What follows belongs to an exercise in optimizing a design on an open flow for small area, a short achievable clock period and few clock cycles per item; a production flow would make more cautious choices.
The RTL was checked by simulation tests, not by an equivalence proof against the original design.
Power figures rest on the tool's default switching activity, not on a simulated workload.

==> flow/design.v, too long to show whole: its modules and the start of the top module <==
// module fft_mm_tree: 740 lines
// module fft_mm_cpa: 171 lines
// module fft_mask_mult_pipe: 151 lines
module fft_mask_mult_pipe (
    input  logic               clk_i,
    input  logic               rst_i,
    input  logic               clr_i,
    input  logic               in_valid_i,
    output logic               in_ready_o,
    input  logic signed [15:0] in_re_i,
    input  logic signed [15:0] in_im_i,
    input  logic signed [15:0] mask_i,
    input  logic               in_last_i,
    output logic               out_valid_o,
    input  logic               out_ready_i,
    output logic signed [15:0] out_re_o,
    output logic signed [15:0] out_im_o,
    output logic [8:0]         out_bin_o,
    output logic               out_last_o,
    output logic               sat_o,
    output logic               frame_err_o
);
  // ...
==> flow/flow/run.sh <==
#!/bin/bash
# Own layout flow: the standard flow, with two changes.
#  1. After the standard synthesis, flow/fixpol.py re-chooses the polarity of
#     full-adder, xor and De Morgan-dual cells so fewer inverters remain, and
#     dissolves synthesis buffers (the placer re-buffers); the netlist's
#     function, registers and ports are unchanged.
#  2. Ports are buffered with buf_1 cells (BUFFER_PORTS_ARGS) instead of the
#     default pick.
# Each tool's full output goes to a log file in this folder.
set -euo pipefail
R=orfs/results/sky130hd/fft_mask_mult_pipe/base
export BUFFER_PORTS_ARGS="-buffer_cell sky130_fd_sc_hd__buf_1"
bash standard.sh synth > synth.log 2>&1
cp $R/1_2_yosys.v 1_2_yosys_standard.v
python3 flow/fixpol.py $FLOW_HOME/platforms/sky130hd/lib/sky130_fd_sc_hd__tt_025C_1v80.lib $R/1_2_yosys.v 0.5 > fixpol.log 2>&1
rm -f $R/1_synth.odb $R/1_synth.sdc
bash standard.sh synth > synth_odb.log 2>&1
bash standard.sh finish > finish.log 2>&1
==> flow/flow/fixpol.py <==
#!/usr/bin/env python3
"""Re-choose the output polarity of cells in a mapped sky130hd netlist so that
fewer inverters remain.

Full adders are self-dual: FA(~a,~b,~c) = (~cout, ~sum).  Many other cells
have a De Morgan dual of the same pin names, e.g. nand2(a,b) = ~nor2(~a,~b),
o22ai(a..) = ~a22oi(~a..), a21oi(a..) = ~o21ai(~a..).  xor2/xnor2 absorb any
input or output inversion by swapping type.  This pass treats every such
cell as able to flip (complement its inputs and output, taking its dual
type), picks flips by local search to minimise the inverters (and the area
the dual types add), and rewrites the netlist.  Registers, ports and the
function of the design are unchanged.
usage: fixpol.py LIBERTY netlist.v [FANOUT_COST]  (rewrites the netlist in place)
"""
import re, sys, random

libpath, path = sys.argv[1], sys.argv[2]
lib = open(libpath).read()
AREA = {}
for c in re.split(r'\n\s*cell\s*\(', lib)[1:]:
    n = re.match(r'\s*"?(\w+)"?', c).group(1)
    a = re.search(r'area\s*:\s*([\d.]+)', c)
    if a:
        AREA[n] = float(a.group(1))
INV_COST = AREA['sky130_fd_sc_hd__inv_1'] * 1.5   # an inverter, plus its share of buffering

DUALS = [('o22ai', 'a22oi'), ('nand2', 'nor2'), ('nand3', 'nor3'), ('nand4', 'nor4'),
         ('a21oi', 'o21ai'), ('a21o', 'o21a'), ('a22o', 'o22a'), ('and2', 'or2'),
         ('and3', 'or3'), ('and4', 'or4'), ('a211oi', 'o211ai'), ('a211o', 'o211a'),
         ('a31oi', 'o31ai'), ('a31o', 'o31a'), ('a32oi', 'o32ai'), ('a32o', 'o32a'),
         ('a221oi', 'o221ai'), ('a221o', 'o221a'), ('a41oi', 'o41ai'), ('a41o', 'o41a'),
         ('a311oi', 'o311ai'), ('a311o', 'o311a'), ('a2111oi', 'o2111ai'), ('a2111o', 'o2111a'),
         ('a222oi', None)]
DUAL = {}
for x, y in DUALS:
    if y:
        DUAL[x] = y
        DUAL[y] = x
PFX = 'sky130_fd_sc_hd__'

def dual_type(t):
    m = re.match(PFX + r'([a-z0-9]+)_(\d+)$', t)
    if not m:
        return None
    b, s = m.groups()
    if b == 'fa':
        return t
    if b in DUAL and PFX + f'{DUAL[b]}_{s}' in AREA:
        return PFX + f'{DUAL[b]}_{s}'
    return None

src = open(path).read()
lines = src.split('\n')
OUTPINS = {'X', 'Y', 'Q', 'Q_N', 'SUM', 'COUT', 'HI', 'LO'}
cell_re = re.compile(r'^\s*(sky130_fd_sc_hd__\w+)\s+(\S+)\s*\($')
pin_re = re.compile(r'^\s*\.(\w+)\((.*)\),?$')
cells, ports = [], set()
i = 0
while i < len(lines):
    ln = lines[i]
    mm = cell_re.match(ln)
    if mm:
        c = {'type': mm.group(1), 'name': mm.group(2), 'pins': {}, 'start': i}
        j = i + 1
        while not lines[j].strip().startswith(');'):
            pm = pin_re.match(lines[j])
            assert pm, lines[j]
            c['pins'][pm.group(1)] = pm.group(2).strip()
            j += 1
        c['end'] = j
        cells.append(c)
        i = j + 1
        continue
    pm = re.match(r'^\s*(output|input)\s+(\[\d+:\d+\]\s+)?(\S+);', ln)
    if pm:
        ports.add(pm.group(3))
    i += 1
assert not any(l.strip().startswith('assign') for l in lines), 'assign statements not handled'

def base(net):
    n = net.strip()
    if n.startswith('\\'):
        n = n.split()[0][1:]
    return re.sub(r'\[\d+\]$', '', n)
def is_port(net):
    return base(net) in ports
def is_inv(c):
    return re.match(PFX + r'(inv|clkinv|clkinvlp)_\d+$', c['type']) is not None
def is_xor(c):
    return re.match(PFX + r'x(n?)or2_\d+$', c['type']) is not None
def outs(c):
    return [n for p, n in c['pins'].items() if p in OUTPINS]

def is_buf(c):
    return re.match(PFX + r'(buf|clkbuf)_\d+$', c['type']) is not None
# inverters and buffers not driving a port are dissolved into wires (buffers
# are put back where needed by the placer's repair)
rem = [c for c in cells if (is_inv(c) and not is_port(c['pins']['Y'])) or
       (is_buf(c) and not is_port(c['pins']['X']))]
rem_ids = {id(c) for c in rem}
rem_out = {}
for c in rem:
    rem_out[c['pins']['Y'] if is_inv(c) else c['pins']['X']] = c
def root(net):
    par = 0
    while net in rem_out:
        c = rem_out[net]
        net = c['pins']['A']
        if is_inv(c):
            par ^= 1
    return net, par

# flippable cells
flip = []
for c in cells:
    if id(c) in rem_ids:
        continue
    if any(is_port(n) for n in outs(c)):
        continue
    if is_xor(c):
        c['kind'] = 'xor'
    elif dual_type(c['type']) is not None:
        c['kind'] = 'dual'
        c['dual'] = dual_type(c['type'])
        c['darea'] = AREA[c['dual']] - AREA[c['type']]
    else:
        continue
    c['fid'] = len(flip)
    flip.append(c)

cons = {}
for c in cells:
    if id(c) in rem_ids:
        continue
    for p, n in c['pins'].items():
        if p in OUTPINS:
            continue
        r, par = root(n)
        cons.setdefault(r, []).append((c, p, par))
drv = {}
for c in flip:
    for n in outs(c):
        drv[n] = c['fid']
f = [0] * len(flip)
touch = {}
for r, lst in cons.items():
    ids = set()
    if r in drv:
        ids.add(drv[r])
    for c, p, par in lst:
        if 'fid' in c and c['kind'] != 'xor':
            ids.add(c['fid'])
    for k in ids:
        touch.setdefault(k, set()).add(r)

FAN_COST = float(sys.argv[3]) if len(sys.argv) > 3 else 0.0
def ncost(r):
    d = f[drv[r]] if r in drv else 0
    n = 0
    for c, p, par in cons.get(r, ()):
        if c.get('kind') == 'xor':
            continue
        need = par ^ (f[c['fid']] if 'fid' in c else 0)
        if need != d:
            n += 1
    return INV_COST + FAN_COST * n if n else 0.0
def ccost(k):
    c = flip[k]
    return c['darea'] if (f[k] and c['kind'] == 'dual') else 0.0
def total():
    return sum(ncost(r) for r in cons) + sum(ccost(k) for k in range(len(flip)))

rng = random.Random(1)
before = total()
def descend():
    improved = True
    while improved:
        improved = False
        order = list(range(len(flip)))
        rng.shuffle(order)
        for k in order:
            rs = touch.get(k, ())
            c0 = sum(ncost(r) for r in rs) + ccost(k)
            f[k] ^= 1
            c1 = sum(ncost(r) for r in rs) + ccost(k)
            if c1 < c0 - 1e-9:
                improved = True
            else:
                f[k] ^= 1
def group_moves():
    improved = True
    while improved:
        improved = False
        for r in list(cons):
            if ncost(r) == 0:
                continue
            d = f[drv[r]] if r in drv else 0
            S = set()
            for c, p, par in cons[r]:
                if c.get('kind') == 'dual' or (c.get('kind') is None and False):
                    pass
                if 'fid' in c and c['kind'] != 'xor':
                    need = par ^ f[c['fid']]
                    if need != d:
                        S.add(c['fid'])
            if not S:
                continue
            nets = set()
            for k in S:
                nets |= touch.get(k, set())
            c0 = sum(ncost(x) for x in nets) + sum(ccost(k) for k in S)
            for k in S:
                f[k] ^= 1
            c1 = sum(ncost(x) for x in nets) + sum(ccost(k) for k in S)
            if c1 < c0 - 1e-9:
                improved = True
            else:
                for k in S:
                    f[k] ^= 1
best, best_f = None, None
for trial in range(30):
    if trial:
        f[:] = best_f
        for k in rng.sample(range(len(flip)), max(1, len(flip) // 10)):
            f[k] ^= 1
    descend()
    group_moves()
    descend()
    t = total()
    if best is None or t < best - 1e-9:
        best, best_f = t, f[:]
f[:] = best_f
ninv_before = sum(1 for r in cons if any(True for _ in [0]) ) # placeholder
print(f'flippable cells {len(flip)}, flipped {sum(f)}, removable inverters {len(rem)}, '
      f'cost before {before:.1f}, after {total():.1f}')

# rebuild
newcells, newwires, inv_of = [], [], {}
def esc(n):
    return n + ' ' if n.startswith('\\') else n
def inv_net(r):
    if r not in inv_of:
        nm = f'_fp_{len(inv_of)}_'
        inv_of[r] = nm
        newwires.append(nm)
        newcells.append(f'  sky130_fd_sc_hd__inv_1 _fpi_{len(inv_of)}_ (\n    .A({esc(r)}),\n    .Y({nm})\n  );')
    return inv_of[r]
for c in flip:
    c['tflip'] = f[c['fid']] if c['kind'] == 'xor' else 0
for r, lst in cons.items():
    d = f[drv[r]] if r in drv else 0
    for c, p, par in lst:
        if c.get('kind') == 'xor':
            c['pins'][p] = r
            c['tflip'] ^= par ^ d
            continue
        need = par ^ (f[c['fid']] if 'fid' in c else 0)
        c['pins'][p] = r if need == d else inv_net(r)
nflip = 0
for c in flip:
    if c['kind'] == 'xor' and c['tflip']:
        t = c['type']
        c['type'] = t.replace('__xnor', '__xor') if '__xnor' in t else t.replace('__xor', '__xnor')
        pins = c['pins']
        if 'X' in pins:
            pins['Y'] = pins.pop('X')
        else:
            pins['X'] = pins.pop('Y')
    elif c['kind'] == 'dual' and f[c['fid']]:
        c['type'] = c['dual']
        nflip += 1
print(f'inverters left {len(inv_of)}, buffers removed {sum(1 for c in rem if is_buf(c))}, dual swaps {nflip}')
out = []
skip = set()
for c in rem:
    skip.update(range(c['start'], c['end'] + 1))
dead = {d.strip() for d in rem_out}
starts = {c['start']: c for c in cells if id(c) not in rem_ids}
i = 0
while i < len(lines):
    if i in skip:
        i += 1
        continue
    if i in starts:
        c = starts[i]
        out.append(f"  {c['type']} {c['name']} (")
        items = list(c['pins'].items())
        for k, (p, n) in enumerate(items):
            out.append(f"    .{p}({esc(n)})" + (',' if k < len(items) - 1 else ''))
        out.append('  );')
        i = c['end'] + 1
        continue
    ln = lines[i]
    wm = re.match(r'^\s*wire\s+(\S+(?: )?);$', ln)
    if wm and wm.group(1).strip() in dead and not is_port(wm.group(1)):
        i += 1
        continue
    if ln.strip() == 'endmodule':
        out.extend(newcells)
    out.append(ln)
    i += 1
txt = '\n'.join(out)
k = txt.index(');', txt.index('module ')) + 2
txt = txt[:k] + '\n' + ''.join(f'  wire {w};\n' for w in newwires) + txt[k:]
open(path, 'w').write(txt)
==> flow/standard.sh <==
#!/bin/bash
# synth_recipe.tcl (not shown) runs the flow's synth.tcl, then flattens the netlist and writes it again
# the make line also repeats each setting of config.mk as NAME=value (left out here)
make -C /OpenROAD-flow-scripts/flow DESIGN_CONFIG=/design/flow/config.mk WORK_HOME=/design/flow/orfs CLKGATE_MAP_FILE= SYNTH_SCRIPT=/design/flow/synth_recipe.tcl "${@:-finish}"
==> flow/config.mk <==
export PLATFORM = sky130hd
export DESIGN_NAME = fft_mask_mult_pipe
export DESIGN_NICKNAME = fft_mask_mult_pipe
export VERILOG_FILES = /design/flow/design.v
export SDC_FILE = /design/flow/constraint.sdc
export NUM_CORES = 4
export LEC_CHECK = 0
export ABC_AREA = 1
export CAP_MARGIN = 20
export CORE_MARGIN = 2
export CORE_UTILIZATION = 40
export CTS_BUF_LIST = sky130_fd_sc_hd__clkbuf_16 sky130_fd_sc_hd__clkbuf_8
export CTS_CLUSTER_DIAMETER = 100
export CTS_CLUSTER_SIZE = 30
export SETUP_SLACK_MARGIN = 3.7
export SLEW_MARGIN = 20
export TNS_END_PERCENT = 5
==> flow/constraint.sdc <==
create_clock -name core_clock -period 7.0 [get_ports {clk_i}]
set_input_delay 1.4000 -clock core_clock [delete_from_list [all_inputs] [get_ports {clk_i}]]
set_output_delay 1.4000 -clock core_clock [all_outputs]
set_load 0.01 [all_outputs]
==> results by group, run 1 <==
Run status
  • Status: no timing/DRC/antenna violations

Cells and area
  • Inverters excl. clock: 112
  • Filler Cells Inserted: 3953
  • Most frequent cells in the layout: 228 x a22oi_1, 212 x xnor2_1, 191 x edfxtp_1, 183 x fa_1, 126 x nand2_1
  • Design Area, Final: between 20000 and 25000 µm²
  • Comb_multi_in: ~1100

Worst hold path
  • Min-Delay Startpoint: a_ovf_q
  • Hold path cells: 0

STA
  • Relative slew slack: 0.452
  • Final period util: 0.472
  • Tmin final: approximately 3300 ps
  • # setup viols final: 0

GRT
  • Largest net degree at the start of global routing: 63
  • GRT met1 Usage: 0.302
  • Remaining Overflow, GRT: 0

Setup path
  • Worst R2R Start: a_re_q[15]
  • Cells on worst reg2reg path: 7

Place
  • Pre-CTS setup slack: 3160 ps

Clocking
  • Hold-fix buffers, CTS: 0
  • Number of CTS-inserted buffers: 14
  • Max clock buf depth: 3

Flow run
  • Max Cap Viol: 0

Pwr
  • Sequential cell fraction of total power: 0.302
  • Psw: 3.44 mW
  • Clock network power share: 0.112

Routing
  • Post-DRT Antenna Nets: 0

Synth
  • Synth Net Count: between 1500 and 2000
Testbench counts, summed over its fixed seeds: cycles 32,920, items 32,896.
==> run 2: changes to the inputs <==
--- a/flow/config.mk
+++ b/flow/config.mk
@@ -14,4 +14,4 @@
 export CTS_CLUSTER_SIZE = 30
 export SETUP_SLACK_MARGIN = 3.7
 export SLEW_MARGIN = 20
-export TNS_END_PERCENT = 5
+export TNS_END_PERCENT = 20
==> run 2 against run 1 <==
Total power about the same. Utilization about the same. Combinational power about the same. Sequential share of layout area about the same. Critical path depth unchanged. Die area unchanged.
==> results by group, run 2 <==
Routing
  • DR vias/cell: 5.49
  • WL final: 45600 µm
  • Post-DRT Antenna Nets: 0 (unchanged)
  • Via count: 12473
  • TritonRoute pass-1 iters: 5
  • Residual DRC count: 0
  • Wirelength per Cell: 20.1 µm
  • Iteration-0 DRC Markers: between 1000 and 1500

Floorplanning
  • Io pins: 100
  • Chip Height: 212 µm
  • Die Area: about 45000 µm²
  • Die Span X: 212 µm
  • Starting Density: 0.404
  • Core ar.: 43000 µm²
  • Num rows: 76

Run status
  • Status: no timing/DRC/antenna violations

STA
  • Post-route setup TNS: 0 ps
  • Final period util: 0.472 (about the same)
  • # setup viols final: 0 (unchanged)
  • Max Fclk: 303 MHz
  • Relative slew slack: 0.449 (-0.00314)
  • Slew at the pin closest to its max-slew limit: 827 ps
  • Tmin final: 3300 ps (+0.160 ps)
  • Hold Violations, Final: 0
  • Final Skew: approximately 18 ps
  • RSZ-0062 raised after global routing: true
  • Slew Limit Fails: 0

Setup path
  • Critical-path cell list: buf_1 -> nor2_4 -> inv_4 -> buf_1
  • Crit path launch type: input pin
  • Crit path capture type: primary output
  • CP max FO: 5
  • Most frequent CP cell: buf_1
  • Worst Path Arrival: 1900 ps
  • Required @ worst endpoint: about 5600 ps
  • CP peak stage delay: 210 ps
  • Crit-path leading delay family: buffers and inverters
  • Worst Path Buf+Inv: 3
  • WS Path Type: in2out
  • Critical-path top delay cell: nor2_4

Pwr
  • Leakage: between 7 and 8 nW
  • VDD IR max: 152 µV
  • Pwr Density: 408 nW/µm²

Clocking
  • CTS tree: built
  • CTS clk-pin slew, worst paths: ~110 ps
  • Root Buffer: clkbuf_16
  • Htree depth: 1
  • Max clock buf depth: 3 (unchanged)
  • Hold-fix buffers, CTS: 0 (unchanged)
  • Worst skew pair latency: 530 ps
  • Sink Count: just over 200
  • Number of CTS-inserted buffers: 14 (unchanged)

GRT
  • Largest net degree at the start of global routing: 63 (unchanged)
  • Remaining Overflow, GRT: 0 (unchanged)
  • Initial antenna violation count: 0
  • GRT Total Usage: 0.210
  • Vias in the first global route: 12916
  • First-pass GRT wire length: between 70000 and 80000 µm

Synth
  • Synthesized area per cell: 12.1 µm²
  • Area of the mapped netlist: 17400 µm²
  • Synth Net Count: 1775 (unchanged)
  • Post-Syn Instances: between 1000 and 1500
  • Yosys warns: 1

Cells and area
  • Antenna cells: 0
  • Layout Nets: 2016
  • Design Area, Final: 20300 µm² (about the same)
  • Most frequent cells in the layout: 223 x a22oi_1, 212 x xnor2_1, 191 x edfxtp_1, 184 x fa_1, 126 x nand2_1
  • Most common library cell in the layout ignoring fill and taps: a22oi_1
  • Synth-to-layout area growth: 16.8%
  • Share of cells above drive strength 1: 0.118

Place
  • Routability congestion estimate: 0.845
  • Post-DP HPWL: roughly 30000 µm
  • DP Area: 18700 µm²
  • IO buf count: 99

Flow run
  • Max Cap Viol: 0 (unchanged)

Worst hold path
  • HP Class: reg2reg
[run 2: cell types whose count changed in the layout (fill, tap and decap cells not counted), sizes merged]
cell | previous run | this run
buf | 229 | 226
[run 2: layout make-up]
cell class,instances,area [µm²]
Multi-Input combinational cell,1121,10900
Clock buffer,15,375
Timing Repair Buffer,226,1630
Tap cell,585,732
Sequential cell,205,6090
Fill cell,3948,22700
Clock inverter,9,104
Inverter,112,423
[run 2: repair_timing]
action                                  in CTS  in global routing
endpoints found under the setup margin      48                 35
gates resized for setup                      5                 39
buffers inserted                            92                  6
pin swaps                                    1                  4
[run 2: metal layers]
metal | vias to the layer above | wire, µm | global-route usage
li1 | 5655 | - | -
met1 | 6291 | 20600 | 0.304
met2 | 467 | 21000 | 0.334
met4 | 0 | 854 | 0.0531
met3 | 60 | 3110 | 0.0276
met5 | - | 0 | 0
[run 2: power breakdown]
group | internal, mW | switching, mW | leakage (nW) | total, mW
logic | 2.12 | 2.73 | 5.57 | 4.84
clock network | 0.423 | 0.504 | 0.238 | 0.927
registers | 2.29 | 0.206 | 2.01 | 2.50
total | 4.83 | 3.44 | 7.81 | 8.27
[run 2: path summary, 6_finish.rpt]
path                               to  slack, ps  cells past startpoint        start
min reg2reg                   b_ovf_q        440                      0      a_ovf_q
max in group asynchronous    cnt_q[5]       5770                      2        rst_i
min in group asynchronous       o_v_q        870                      2        rst_i
max                        in_ready_o       3700                      4  out_ready_i
max reg2reg                    b_re_c       3760                     11   a_one_q[3]
min                           b_ovf_q        440                      0      a_ovf_q
[run 2: metrics by stage]
stage               instances  hold WS (ps)  setup slack, ps  utilization  total power [mW]
floorplan                1439           400             3310            -              5.91
global placement         2151           407             3230        0.435              7.11
detailed placement       2151           423             3160        0.435              7.29
CTS                      2267           450             3630        0.467              8.35
global route             2273           456             3660        0.472              9.17
finish                   2273           442             3700        0.472              8.27
==> run 3: changes to the inputs <==
--- a/flow/config.mk
+++ b/flow/config.mk
@@ -8,10 +8,10 @@
 export ABC_AREA = 1
 export CAP_MARGIN = 20
 export CORE_MARGIN = 2
-export CORE_UTILIZATION = 40
+export CORE_UTILIZATION = 55
 export CTS_BUF_LIST = sky130_fd_sc_hd__clkbuf_16 sky130_fd_sc_hd__clkbuf_8
 export CTS_CLUSTER_DIAMETER = 100
 export CTS_CLUSTER_SIZE = 30
-export SETUP_SLACK_MARGIN = 3.7
+export SETUP_SLACK_MARGIN = 3.8
 export SLEW_MARGIN = 20
 export TNS_END_PERCENT = 20
==> run 3 against run 2 <==
Combinational power is essentially flat. Final cell count shrank 7.0%. Register-to-register slack lost 70 ps. Clock skew grew 20 ps. Utilization grew 17 points. Wire length shrank 1.5%. Sequential cell count is the same. Cell area shrank 0.38%. Clock power shrank 12%. Sequential share of layout area grew 0.12 points. Largest cell class unchanged. Largest power group unchanged.
==> results by group, run 3 <==
Floorplanning
  • Num rows: 65 (-14%)
  • Io pins: 100 (unchanged)
  • Starting Density: 0.555 (+0.151)
  • Chip Height: 182 µm (-14%)
  • Core ar.: 31300 µm² (-27%)
  • Die Span X: 182 µm (-14%)
  • Die Area: 33000 µm² (-27%)

Routing
  • Post-DRT Antenna Nets: 0 (unchanged)
  • Iteration-0 DRC Markers: 1139 (+5.8%)
  • Wirelength per Cell: 21.3 µm (+5.9%)
  • TritonRoute pass-1 iters: 6 (+1)
  • WL final: 45000 µm (-1.5%)
  • DR vias/cell: 5.91 (+7.7%)
  • Residual DRC count: 0 (unchanged)
  • Via count: 12497 (+0.19%)

Synth
  • Synth Net Count: 1775 (unchanged)
  • Synthesized area per cell: 12.1 µm² (unchanged)
  • Yosys warns: 1 (unchanged)
  • Area of the mapped netlist: 17400 µm² (unchanged)
  • Post-Syn Instances: 1439 (unchanged)

Clocking
  • Htree depth: 1 (unchanged)
  • CTS clk-pin slew, worst paths: 100 ps (about the same)
  • Root Buffer: clkbuf_16
  • Worst skew pair latency: 510 ps (-20 ps)
  • Sink Count: 205 (unchanged)
  • Number of CTS-inserted buffers: 12 (-2)
  • CTS tree: built
  • Max clock buf depth: 3 (unchanged)

Worst hold path
  • HP Class: reg2reg

Setup path
  • Crit path capture type: register
  • Crit path launch type: register
  • CP Capture Point: b_re_b[10]
  • Worst R2R Start: a_two_q[1]
  • Reg-to-reg slack, setup: 3690 ps (-70 ps)
  • WS Path Type: reg2reg
  • Cells on worst reg2reg path: 7 (-4)
  • Worst Setup SP: a_two_q[1]
  • FF-to-FF End: b_re_b[10]
  • Worst Path Arrival: 3570 ps (+1670 ps)
  • CP max FO: 10 (+5)
  • Required @ worst endpoint: 7260 ps (+1660 ps)

Run status
  • Status: no timing/DRC/antenna violations

Cells and area
  • Design Area, Final: 20200 µm² (-0.38%)
  • Most frequent cells in the layout: 219 x a22oi_1, 214 x xnor2_1, 191 x edfxtp_1, 179 x fa_1, 126 x nand2_1
  • Synth-to-layout area growth: 16.3%
  • Most common library cell in the layout ignoring fill and taps: a22oi_1
  • Share of cells above drive strength 1: 0.135 (+0.0170)
  • Filler Cells Inserted: 2472 (-37%)
  • Flip-flop and latch area: 6090 µm² (unchanged)
  • Post-layout util: 0.645 (+0.173)
  • Antenna cells: 0 (unchanged)
  • Layout Nets: 2044 (+1.4%)
  • Multi-input logic area: 10900 µm² (+0.11%)

Pwr
  • VDD IR max: 233 µV (+53%)
  • Total Power: 8.16 mW (-1.4%)
  • Leakage: 7.90 nW (+1.1%)
  • Pwr Density: 404 nW/µm² (-0.99%)

STA
  • Post-route setup TNS: 0 ps (unchanged)
  • RSZ-0062 raised after global routing: true
  • Hold Violations, Final: 0 (unchanged)
  • Final Skew: 38.7 ps (+20.2 ps)
  • Max Fclk: 302 MHz (-0.13%)
  • Slew Limit Fails: 0 (unchanged)
  • Slew at the pin closest to its max-slew limit: 936 ps (+109 ps)
  • Tmin final: 3310 ps (+4.45 ps)
  • Fin Hold WS: 440 ps (-1.54 ps)
  • Relative slew slack: 0.376 (-0.0726)
  • Final period util: 0.472 (+0.000636)
  • # setup viols final: 0 (unchanged)

GRT
  • First-pass GRT wire length: 71900 µm (-2.2%)
  • GRT Total Usage: 0.280 (+0.0700)
  • Initial antenna violation count: 0 (unchanged)
  • Largest net degree at the start of global routing: 72 (+14%)
  • Vias in the first global route: 12793 (-0.95%)
  • Remaining Overflow, GRT: 0 (unchanged)

Place
  • Routability congestion estimate: 0.888 (+5.2%)
  • Post-DP HPWL: 28800 µm (-2.9%)
  • DP Area: 18500 µm² (-1.2%)
  • IO buf count: 99 (unchanged)

Flow run
  • Max Cap Viol: 0 (unchanged)
## run 3: area by class of cell
type	count	share of cell area
clock buffer	13	0.0161
tap	402	0.0249
clock inverter	6	0.00378
inverter	112	0.0209
timing repair buffer	255	0.0914
multi-input combinational	1122	0.542
sequential	205	0.301
## run 3: report_power, final
part	switching, mW	total, mW	internal [mW]	leakage (nW)
sequential	0.212	2.50	2.29	2.01
combinational	2.71	4.84	2.13	5.69
clock	0.450	0.814	0.364	0.200
total	3.37	8.16	4.79	7.90
## run 3: stage by stage
stage / setup slack, ps / std cells
6_report: 3690 / 2115
5_1_grt: 3650 / 2115
4_1_cts: 3760 / 2109
3_5_place_dp: 3250 / 1966
3_3_place_gp: 3210 / 1966
2_1_floorplan: 3340 / 1439
## run 3: routing by layer
| layer | share of wire | track usage | up-vias |
|---|---|---|---|
| met3 | 0.079 | 0.0427 | 77 |
| met4 | 0.022 | 0.0696 | 0 |
| li1 | - | - | 5713 |
| met2 | 0.45 | 0.428 | 553 |
| met5 | 0 | 0 | - |
| met1 | 0.45 | 0.423 | 6154 |
## run 3: how the worst min path moves through the flow
stage	from	endpoint	cells after the start
CTS	a_ovf_q	b_ovf_q	0
finish	a_ovf_q	b_ovf_q	0
global route	a_ovf_q	b_ovf_q	0
global placement	a_ovf_q	b_ovf_q	0
floorplan	a_ovf_q	b_ovf_q	0
detailed placement	a_ovf_q	b_ovf_q	0
## run 3: repair_timing
| action | CTS | global route |
|---|---|---|
| setup endpoints to repair | 62 | 39 |
| gates cloned | 0 | 1 |
| buffers inserted | 124 | 5 |
| hold buffers | 0 | 0 |
| pin swaps | 1 | 8 |
| gates resized for setup | 20 | 24 |
## run 3: critical path, stage by stage, from the launching register on
cell	delay (ps)
edfxtp_1	440
buf_4	210
o21ai_0	400
xor2_1	230
fa_1	460
fa_1	420
fa_1	510
fa_1	400
==> run 4: changes to the inputs <==
--- a/flow/config.mk
+++ b/flow/config.mk
@@ -8,10 +8,11 @@
 export ABC_AREA = 1
 export CAP_MARGIN = 20
 export CORE_MARGIN = 2
-export CORE_UTILIZATION = 55
+export CORE_UTILIZATION = 40
 export CTS_BUF_LIST = sky130_fd_sc_hd__clkbuf_16 sky130_fd_sc_hd__clkbuf_8
 export CTS_CLUSTER_DIAMETER = 100
 export CTS_CLUSTER_SIZE = 30
+export PLACE_DENSITY = 0.75
 export SETUP_SLACK_MARGIN = 3.8
 export SLEW_MARGIN = 20
 export TNS_END_PERCENT = 20
==> run 4 against run 3 <==
Global-route usage decreased by 7.6 points. Largest power group unchanged. Sequential share of layout area fell by 0.77 points. Die area grew 37%. Sequential power is essentially flat. Cell area increased by 2.6%. Largest cell class unchanged. Worst setup slack gained 110 ps. Count of clock-buffer cells in the layout unchanged. Combinational power is 4.3% higher. Critical path type unchanged. Hold slack got worse by 5.9 ps. Area after synthesis unchanged. Critical path depth up 1. Clock power hardly changed.
==> results by group, run 4 <==
Cells and area
  • Share of cells above drive strength 1: 0.149 (+0.0137)
  • Layout Nets: 2033 (-0.54%)
  • Filler Cells Inserted: 3779 (+53%)
  • Flip-flop and latch area: 6090 µm² (unchanged)
  • Final Non-Filler Cells: 2288 (+8.2%)
  • Synth-to-layout area growth: 19.4%
  • Most frequent cells in the layout: 210 x xnor2_1, 196 x a22oi_1, 191 x edfxtp_1, 176 x fa_1, 126 x nand2_1
  • Antenna cells: 0 (unchanged)
  • Most common library cell in the layout ignoring fill and taps: xnor2_1
  • Multi-input logic area: 11100 µm² (+1.6%)

GRT
  • First-pass GRT wire length: 72300 µm (+0.51%)
  • GRT Total Usage: 0.204 (-0.0761)
  • Remaining Overflow, GRT: 0 (unchanged)
  • Vias in the first global route: 13433 (+5.0%)
  • Initial antenna violation count: 0 (unchanged)
  • Largest net degree at the start of global routing: 63 (-13%)

Routing
  • Iteration-0 DRC Markers: 1333 (+17%)
  • Residual DRC count: 0 (unchanged)
  • Post-DRT Antenna Nets: 0 (unchanged)
  • Via count: 13056 (+4.5%)
  • WL final: 47000 µm (+4.6%)
  • Wirelength per Cell: 20.6 µm (-3.3%)
  • DR vias/cell: 5.71 (-3.4%)
  • TritonRoute pass-1 iters: 6 (unchanged)

STA
  • Final period util: 0.456 (-0.0162)
  • Relative slew slack: 0.461 (+0.0851)
  • Post-route setup TNS: 0 ps (unchanged)
  • Max Fclk: 313 MHz (+3.6%)
  • Hold Violations, Final: 0 (unchanged)
  • Slew Limit Fails: 0 (unchanged)
  • Final Skew: 20.2 ps (-18.5 ps)
  • RSZ-0062 raised after global routing: true
  • # setup viols final: 0 (unchanged)
  • Tmin final: 3190 ps (-114 ps)
  • Slew at the pin closest to its max-slew limit: 808 ps (-128 ps)

Synth
  • Synth Net Count: 1775 (unchanged)
  • Synthesized area per cell: 12.1 µm² (unchanged)
  • Post-Syn Instances: 1439 (unchanged)
  • Yosys warns: 1 (unchanged)
  • Area of the mapped netlist: 17400 µm² (unchanged)

Setup path
  • Crit path launch type: register
  • WS Path Type: reg2reg
  • Cells on worst reg2reg path: 8 (+1)
  • Most frequent CP cell: fa_1
  • CP peak stage delay: 570 ps (+60 ps)
  • Worst Path Buf+Inv: 2 (+1)
  • Critical-path top delay cell: fa_1
  • Instance count on the critical path: 8 (+1)
  • CP max FO: 10 (unchanged)
  • Crit-path leading delay family: adder cells
  • FF-to-FF End: b_im_b[6]
  • Reg-to-reg slack, setup: 3810 ps (+110 ps)
  • Worst R2R Start: a_one_q[3]
  • Worst Path Arrival: 3450 ps (-120 ps)
  • Critical-path cell list: buf_12 -> buf_6 -> a22oi_1 -> xnor2_1 -> ha_1 -> fa_1 -> fa_1 -> fa_1
  • Required @ worst endpoint: 7250 ps (about the same)
  • Crit path capture type: register

Clocking
  • Sink Count: 205 (unchanged)
  • Root Buffer: clkbuf_16
  • Htree depth: 1 (unchanged)
  • Hold-fix buffers, CTS: 0 (unchanged)
  • Number of CTS-inserted buffers: 12 (unchanged)
  • CTS clk-pin slew, worst paths: 110 ps (about the same)
  • CTS tree: built
  • Worst skew pair latency: 510 ps (about the same)
  • Max clock buf depth: 3 (unchanged)

Worst hold path
  • Hold EP: b_z_q
  • Min-Delay Startpoint: a_z_q
  • HP Class: reg2reg
  • Hold path cells: 0 (unchanged)

Place
  • Routability congestion estimate: 0.859 (-3.3%)
  • Placed cells: 2150 (+9.4%)
  • Post-DP HPWL: 29100 µm (+0.98%)
  • IO buf count: 99 (unchanged)

Floorplanning
  • Core ar.: 43000 µm² (+37%)
  • Chip Height: 212 µm (+17%)
  • Io pins: 100 (unchanged)
  • Die Area: 45100 µm² (+37%)
  • Starting Density: 0.404 (-0.151)
  • Die Span X: 212 µm (+17%)
  • Num rows: 76 (+17%)

Pwr
  • Pwr Density: 404 nW/µm² (about the same)
  • Total Power: 8.37 mW (+2.6%)
  • Leakage: 7.96 nW (+0.81%)
  • VDD IR max: 167 µV (-28%)

Flow run
  • Max Cap Viol: 0 (unchanged)

Run status
  • Status: no timing/DRC/antenna violations
## run 4: cell types whose count changed in the layout (fill, tap and decap cells not counted), sizes merged
cell and change:
clkbuf +4, clkinv +3, nor2 -1, buf -14, inv -2
## run 4: area by class of cell
| cell class | count | share of cell area |
|---|---|---|
| clock buffers | 13 | 0.0157 |
| clock inverters | 7 | 0.00429 |
| inverters | 112 | 0.0204 |
| multi-input cells | 1121 | 0.536 |
| flip-flops and latches | 205 | 0.294 |
| well taps | 585 | 0.0353 |
| repair buffers | 245 | 0.0948 |
## run 4: per-stage QoR
step | setup slack, ps | instance area (µm²) | hold slack, ps | utilization
floorplan | 3340 | 17400 | 400 | -
global placement | 3300 | 18700 | 407 | 0.435
detailed placement | 3240 | 18700 | 409 | 0.435
CTS | 3730 | 20200 | 436 | 0.469
global route | 3720 | 20700 | 450 | 0.482
finish | 3810 | 20700 | 434 | 0.482
## run 4: power breakdown
part,leakage [nW],switching (mW),internal (mW),total [mW]
sequential,2.01,0.216,2.29,2.51
combinational,5.75,2.83,2.22,5.05
clock,0.206,0.450,0.363,0.813
total,7.96,3.50,4.87,8.37
## run 4: worst max-delay path by stage
| stage | startpoint | endpoint |
|---|---|---|
| final | a_one_q[3] | b_im_b[6] |
| after floorplan | a_neg_q[3] | b_im_b[9] |
| after global routing | a_one_q[2] | b_re_b[7] |
| after global placement | a_neg_q[0] | b_im_b[8] |
| after detailed placement | a_neg_q[0] | b_im_b[8] |
| after CTS | a_two_q[0] | b_re_b[7] |
## run 4: repair_timing
item / in CTS / in global routing
buffers inserted: 102 / 11
resized for setup: 24 / 87
pin swaps: 2 / 14
gates cloned: 0 / 5
setup endpoints to repair: 48 / 39
## run 4: per-layer routing
metal / GRT usage / vias up / part of all wire
met2: 0.338 / 783 / 0.47
met3: 0.0388 / 151 / 0.11
met1: 0.267 / 6449 / 0.38
li1: - / 5673 / -
met4: 0.0740 / 0 / 0.039
met5: 0 / - / 0

==> separate check: timing with driven ports <==
The results above use ideal ports. As a check the final layouts listed here were re-extracted and re-timed, cells and wires unchanged.
Step 1, drivers: a clkbuf_16 drives clk_i and a buf_2 each remaining input, both assumed.
Step 2 times the ports against the registers' clock, not the clock port: input delays grow and output delays shrink by t, the midpoint of the rising clock arrivals with the driver on.
Slacks: ideal / step 1 / step 2; pairs: ideal / step 1.
run | t, ns | slack for setup (ns) | latest minus earliest clock arrival (ns) | worst register clock-pin slew, ns | worst slew at a driven data input, ns
run 1 | 0.571 | 3.698 / 3.677 / 3.677 | 0.020 / 0.020 | 0.11 / 0.11 | 0.06
run 2 | 0.570 | 3.698 / 3.677 / 3.677 | 0.020 / 0.020 | 0.11 / 0.11 | 0.06
run 3 | 0.545 | 3.693 / 3.693 / 3.474 | 0.039 / 0.038 | 0.11 / 0.11 | 0.04
run 4 | 0.544 | 3.807 / 3.798 / 3.703 | 0.021 / 0.021 | 0.11 / 0.11 | 0.05
After both steps every run listed still meets setup and hold. The setup slack of run 3, which loses most, moves by 0.000 ns with the drivers and by -0.219 ns with both steps.
